Context: an optimization exercise on an open-source flow, tuned for small area, a short achievable clock period and few clock cycles per item. The choices shown serve that exercise and are no tape-out recipe.
At most, simulation tests tie the RTL to the original design; equivalence was not proved.
No activity file was given, so power comes from the tool's default toggle rates.

Design wildcard_byte_pattern_scan, start of the top module:
module wildcard_byte_pattern_scan
(
    input  wire logic          clk,
    input  wire logic          rst_n,
    input  wire logic          cfg_write,
    input  wire logic [1:0]    cfg_index,
    input  wire logic [63:0]   cfg_data,
    input  wire logic          item_valid,
    output logic               item_ready,
    input  wire logic [8:0]    item_in,
    output logic               result_valid,
    input  wire logic          result_ready,
    output logic [32:0]        result_out
);
==> flow/config.mk <==
export PLATFORM = sky130hd
export DESIGN_NAME = wildcard_byte_pattern_scan
export DESIGN_NICKNAME = wildcard_byte_pattern_scan
export VERILOG_FILES = /design/flow/design.v
export SDC_FILE = /design/flow/constraint.sdc
export NUM_CORES = 4
export LEC_CHECK = 0
export CAP_MARGIN = 20
export CORE_MARGIN = 2
export CORE_UTILIZATION = 40
export CTS_BUF_LIST = sky130_fd_sc_hd__clkbuf_4 sky130_fd_sc_hd__clkbuf_8
export SETUP_SLACK_MARGIN = 3.5
export SLEW_MARGIN = 20
==> flow/constraint.sdc <==
create_clock -name core_clock -period 6.0 [get_ports {clk}]
set_input_delay 1.2000 -clock core_clock [delete_from_list [all_inputs] [get_ports {clk}]]
set_output_delay 1.2000 -clock core_clock [all_outputs]
set_load 0.01 [all_outputs]
run.sh (not shown) runs the stock make flow with config.mk's settings and CLKGATE_MAP_FILE= SYNTH_SCRIPT=/design/flow/synth_recipe.tcl, a recipe that flattens the netlist after the stock synthesis.
Edit:
- CTS_BUF_LIST: sky130_fd_sc_hd__clkbuf_4 sky130_fd_sc_hd__clkbuf_8 -> default
Final cell count drops by 3.0%.
Routed wire length falls by about 1.8%.
Die area is unchanged.
Critical path depth drops by 9.
Area after synthesis is unchanged.
Combinational power came out lower by about 2%.
No run of this note included a check of the RTL's function; only the layout flow was run.

Another version of the RTL of wildcard_byte_pattern_scan (not shown whole).
Size in the first run: about 690 cells after synthesis, about 220 flip-flops, roughly 9700 µm² of cells after synthesis.
==> flow/config.mk <==
export PLATFORM = sky130hd
export DESIGN_NAME = wildcard_byte_pattern_scan
export DESIGN_NICKNAME = wildcard_byte_pattern_scan
export VERILOG_FILES = /design/flow/design.v
export SDC_FILE = /design/flow/constraint.sdc
export NUM_CORES = 4
export LEC_CHECK = 0
export CAP_MARGIN = 20
export CORE_MARGIN = 2
export CORE_UTILIZATION = 40
export SETUP_SLACK_MARGIN = 3.5
export SLEW_MARGIN = 20
==> flow/constraint.sdc <==
create_clock -name core_clock -period 6.0 [get_ports {clk}]
set_input_delay 1.2000 -clock core_clock [delete_from_list [all_inputs] [get_ports {clk}]]
set_output_delay 1.2000 -clock core_clock [all_outputs]
set_load 0.01 [all_outputs]
standard.sh (not shown) runs the stock make flow with config.mk's settings and CLKGATE_MAP_FILE= SYNTH_SCRIPT=/design/flow/synth_recipe.tcl, a recipe that flattens the netlist after the stock synthesis.
==> flow/flow/run.sh <==
#!/bin/bash
# Layout flow: the standard flow (standard.sh), except that the port
# buffers that global placement inserts are plain sky130 buffers (buf_1,
# resized later where timing needs it) instead of the delay buffer that
# buffer_ports picks by default. Each step's full output goes to its own log.
set -euo pipefail
export BUFFER_PORTS_ARGS="-buffer_cell sky130_fd_sc_hd__buf_1"
bash standard.sh synth > synth.log 2>&1
bash standard.sh finish > finish.log 2>&1
The baseline produced a clean layout.
Testbench counts at the start, summed over its fixed seeds: cycles 112,139, bytes 110,795.
Rerun with:
Settings changed: CTS_BUF_LIST set to sky130_fd_sc_hd__clkbuf_8 sky130_fd_sc_hd__clkbuf_16, CTS_CLUSTER_DIAMETER set to 100, CTS_CLUSTER_SIZE set to 24.
=>
- clock skew rises by 0.029 ns
- synthesized area is unchanged
- core utilization drops by 1.6 points
- die area does not change
- total power shrinks by 13%
- wire length drops by 1.6%
- final area came out lower by 3.4%

Another version of the RTL of wildcard_byte_pattern_scan (not shown whole).
Size: ~740 cells after synthesis, roughly 120 I/O pins, roughly 0.010 sq mm of cells after synthesis.
==> flow/config.mk <==
export PLATFORM = sky130hd
export DESIGN_NAME = wildcard_byte_pattern_scan
export DESIGN_NICKNAME = wildcard_byte_pattern_scan
export VERILOG_FILES = /design/flow/design.v
export SDC_FILE = /design/flow/constraint.sdc
export NUM_CORES = 4
export LEC_CHECK = 0
export CAP_MARGIN = 20
export CORE_MARGIN = 2
export CORE_UTILIZATION = 40
export SLEW_MARGIN = 20
==> flow/constraint.sdc <==
create_clock -name core_clock -period 6.0 [get_ports {clk}]
set_input_delay 1.2000 -clock core_clock [delete_from_list [all_inputs] [get_ports {clk}]]
set_output_delay 1.2000 -clock core_clock [all_outputs]
set_load 0.01 [all_outputs]
run.sh (not shown) runs the stock make flow with config.mk's settings and CLKGATE_MAP_FILE= SYNTH_SCRIPT=/design/flow/synth_recipe.tcl, a recipe that flattens the netlist after the stock synthesis.
Stock flow here: none of the scripts above is used.
Testbench counts at the start, summed over its fixed seeds: cycles 112,139, bytes 110,795.
Rerun with:
--- a/flow/config.mk
+++ b/flow/config.mk
@@ -9,3 +9,4 @@
 export CORE_MARGIN = 2
 export CORE_UTILIZATION = 40
+export SETUP_SLACK_MARGIN = 4.0
 export SLEW_MARGIN = 20
After rerunning:
- power goes up by about 11%
- synthesized cell count stays the same
- non-clock buffer count goes up by 81
Rerun with:
--- a/flow/config.mk
+++ b/flow/config.mk
@@ -9,4 +9,4 @@
 export CORE_MARGIN = 2
 export CORE_UTILIZATION = 40
-export SETUP_SLACK_MARGIN = 4.0
+export SETUP_SLACK_MARGIN = 3.0
 export SLEW_MARGIN = 20
Result:
- The changed run finished with timing, DRC and antenna clean
- global-route usage came out lower by 2.2 points
- cell area shrinks by 11%
- setup slack got worse by 0.16 ns
- power fell by 14%
- final cell count went down by 6.6%
- via count fell by 8.6%
- core utilization decreases by 6.1 points
- non-clock buffer count fell by 77
- sequential power barely changes

Setup of before:
wildcard_byte_pattern_scan, a different RTL version from the one above (not shown whole).
Size: roughly 720 cells after synthesis, roughly 220 flip-flops, about 120 I/O pins.
==> flow/design.v (excerpt) <==
module wildcard_byte_pattern_scan
(
    input  wire logic          clk,
    input  wire logic          rst_n,
    input  wire logic          cfg_write,
    input  wire logic [1:0]    cfg_index,
    input  wire logic [63:0]   cfg_data,
    input  wire logic          item_valid,
    output logic               item_ready,
    input  wire logic [8:0]    item_in,
    output logic               result_valid,
    input  wire logic          result_ready,
    output logic [32:0]        result_out
);
    logic [63:0] pat_lo_reg;
    logic [63:0] pat_hi_reg;
    logic [15:0] care_reg;
    logic        lo_written_reg;
    logic        hi_written_reg;
    logic        care_written_reg;
    logic [3:0]  lm1_reg;            
    always_ff @(posedge clk)
    begin
        if (cfg_write && cfg_index == 2'd0) pat_lo_reg <= cfg_data;
        if (cfg_write && cfg_index == 2'd1) pat_hi_reg <= cfg_data;
        if (cfg_write && cfg_index == 2'd2) care_reg   <= cfg_data[15:0];
    end
    always_ff @(posedge clk or negedge rst_n)
    begin
        if (!rst_n)
        begin
            lo_written_reg   <= 1'b0;
            hi_written_reg   <= 1'b0;
            care_written_reg <= 1'b0;
  ...
clock: 6.0 ns
lec_check: 0
cap_margin: 20
core_margin: 2
core_utilization: 40
setup_slack_margin: 3.5
slew_margin: 20
The inputs of after differ from those of before as listed below.
Settings: a change of SETUP_SLACK_MARGIN from 3.5 to 3.0.
==> comparison <==
On power drawn by the clock network, after tracks before almost exactly. Compared with before, after shows pin count of the biggest net entering global routing that has gone down by more than a quarter. Going from before to after, met1 wire length grew slightly. Going from before to after, final wirelength shrank by a few percent. Summary of the comparison: sequential fraction of total cell area is higher in after, relative to before. Looking only at area growth from synthesis to layout, and setting everything else aside, the higher value of after and before goes to before. Final core utilization (lower): after. On fraction of area in clock buffers and inverters, after and before are basically level. Compared with before, in after routed wire length on met2 now sits lower, fraction of standard cell area in multi-input logic now sits at about the same level, total power now sits lower.
Function was not checked in any run of this note: the RTL went through the layout flow alone.

wildcard_byte_pattern_scan with an RTL version that a note above also has.
Size in the first run: roughly 220 flip-flops, ~120 I/O pins, ~0.0097 sq mm of cells after synthesis.
export LEC_CHECK = 0
export CAP_MARGIN = 20
export CORE_MARGIN = 2
export CORE_UTILIZATION = 40
export SETUP_SLACK_MARGIN = 3.5
export SLEW_MARGIN = 20
create_clock -name core_clock -period 6.0 [get_ports {clk}]
Testbench counts at the start, summed over its fixed seeds: cycles 112,139, bytes 110,795.
Rerun with:
==> flow/flow/run.sh (new file) <==
#!/bin/bash
# Layout flow: the standard flow (standard.sh), except that the port
# buffers that global placement inserts are plain sky130 buffers (buf_1,
# resized later where timing needs it) instead of the delay buffer that
# buffer_ports picks by default. Each step's full output goes to its own log.
set -euo pipefail
export BUFFER_PORTS_ARGS="-buffer_cell sky130_fd_sc_hd__buf_1"
bash standard.sh synth > synth.log 2>&1
bash standard.sh finish > finish.log 2>&1
==> flow/standard.sh (new file) <==
#!/bin/bash
# synth_recipe.tcl (not shown) runs the flow's synth.tcl, then flattens the netlist and writes it again
# the make line also repeats each setting of config.mk as NAME=value (left out here)
make -C /OpenROAD-flow-scripts/flow DESIGN_CONFIG=/design/flow/config.mk WORK_HOME=/design/flow/orfs CLKGATE_MAP_FILE= SYNTH_SCRIPT=/design/flow/synth_recipe.tcl "${@:-finish}"
CTS_BUF_LIST = sky130_fd_sc_hd__clkbuf_8 sky130_fd_sc_hd__clkbuf_16   (was default)
CTS_CLUSTER_DIAMETER = 80   (was default)
CTS_CLUSTER_SIZE = 18   (was default)
removed: flow/run.sh
Clock-buffer cell count falls by 13.
Sequential power rises slightly.
Cell area falls by roughly a tenth.
Clock power falls by a quarter to a third.
Core utilization falls by 6.1 points.
Global-route usage falls by 1.1 points.
Sequential share of layout area rises by 6.7 points.
Routed wire length falls by a few percent.
Rerun with:
CTS_BUF_LIST = sky130_fd_sc_hd__clkbuf_4 sky130_fd_sc_hd__clkbuf_8 sky130_fd_sc_hd__clkbuf_16   (was sky130_fd_sc_hd__clkbuf_8 sky130_fd_sc_hd__clkbuf_16)
CTS_CLUSTER_SIZE = 20   (was 18)
SETUP_SLACK_MARGIN = 3.75   (was 3.5)
=> Global-route usage climbs by 0.37 points. Clock skew barely changes. Sequential power decreases by about 2%.
Rerun with:
CORE_UTILIZATION = 60   (was 40)
CTS_BUF_LIST = default   (was sky130_fd_sc_hd__clkbuf_4 sky130_fd_sc_hd__clkbuf_8 sky130_fd_sc_hd__clkbuf_16)
CTS_CLUSTER_DIAMETER = default   (was 80)
CTS_CLUSTER_SIZE = default   (was 20)
SETUP_SLACK_MARGIN = 3.5   (was 3.75)
The new run ran to the end with no violations.
Worst setup slack loses 0.10 ns.
Area after synthesis is unchanged.
Design area shrinks by about 6%.
Routed wire length shrinks by about 10%.
Worst hold slack loses 0.014 ns.
Sequential cell count does not change.
Via count shrinks by about 3.2%.
Power grows by about 3.6%.
Sequential share of layout area grows by 3.4 points.
Rerun with:
CORE_UTILIZATION = 40   (was 60)
CTS_BUF_LIST = sky130_fd_sc_hd__clkbuf_4 sky130_fd_sc_hd__clkbuf_8 sky130_fd_sc_hd__clkbuf_16   (was default)
CTS_CLUSTER_DIAMETER = 80   (was default)
CTS_CLUSTER_SIZE = 20   (was default)
=> Maximum frequency climbs slightly. Non-clock buffer count went down by 7. Worst setup slack gains 0.027 ns. Power drops by a little under a tenth. Combinational power came out higher slightly. Core utilization drops by 25 points. Sequential power stays flat. Via count went down by a few percent. Final area falls slightly. Synthesized cell count does not change. Count of clock-buffer cells in the layout decreases by 16.
Rerun with:
CTS_BUF_LIST = default   (was sky130_fd_sc_hd__clkbuf_4 sky130_fd_sc_hd__clkbuf_8 sky130_fd_sc_hd__clkbuf_16)
CTS_CLUSTER_DIAMETER = default   (was 80)
CTS_CLUSTER_SIZE = default   (was 20)
SETUP_SLACK_MARGIN = 4.0   (was 3.5)
Result: Flip-flop and latch count does not change; power grows by 25%; synthesized area is unchanged; cell area grows by 18%; routed wire length rises by 12%; register-to-register slack improved by 0.09 ns.

[afterwards: timing with drivers on the ports]
In the flow no input, the clock included, has a driving cell. The finished layouts below were timed again as built, in two steps. Step 1: set_driving_cell puts a clkbuf_16 on clk and a buf_2 on each other input, an assumption about the parent block. Step 2 times the ports against the registers' clock, not the clock port: input delays grow and output delays shrink by t, the midpoint of the rising clock arrivals with the driver on. a / b / c = ideal / step 1 / step 2; a / b = the first two.
run | t, ns | setup WS [ns] | worst setup path at the end | slew at the worst register clock pin (ns)
the first run of note 1 | 0.575 | 3.428 / 3.385 / 2.925 | input to register | 0.07 / 0.07
the second run of note 1 | 0.560 | 3.450 / 3.402 / 2.996 | input to register | 0.06 / 0.06
the first run of note 2 | 0.576 | 3.611 / 3.565 / 3.073 | input to register | 0.06 / 0.06
the second run of note 2 | 0.516 | 3.590 / 3.605 / 3.091 | input to register | 0.10 / 0.10
the first run of note 3 | 0.567 | 2.674 / 2.638 / 2.157 | input to register | 0.06 / 0.06
the second run of note 3 | 0.552 | 3.214 / 3.170 / 2.989 | input to register | 0.06 / 0.06
the third run of note 3 | 0.546 | 3.054 / 3.010 / 2.603 | input to register | 0.06 / 0.06
before | 0.548 | 2.936 / 2.948 / 2.400 | input to register | 0.06 / 0.06
after | 0.564 | 2.935 / 2.950 / 2.386 | input to register | 0.06 / 0.06
the first run of note 5 | 0.548 | 3.528 / 3.482 / 3.009 | input to register | 0.06 / 0.06
the second run of note 5 | 0.526 | 3.621 / 3.598 / 3.108 | input to register | 0.08 / 0.08
the third run of note 5 | 0.514 | 3.693 / 3.649 / 3.295 | input to register | 0.09 / 0.09
the fourth run of note 5 | 0.550 | 3.592 / 3.570 / 3.089 | input to register | 0.06 / 0.06
the fifth run of note 5 | 0.521 | 3.618 / 3.614 / 3.114 | input to register | 0.09 / 0.09
the sixth run of note 5 | 0.568 | 3.659 / 3.613 / 3.244 | input to register | 0.06 / 0.06
After both steps every run listed still meets setup and hold. The setup slack of after, which loses most, moves by +0.015 ns with the drivers and by -0.549 ns with both steps.
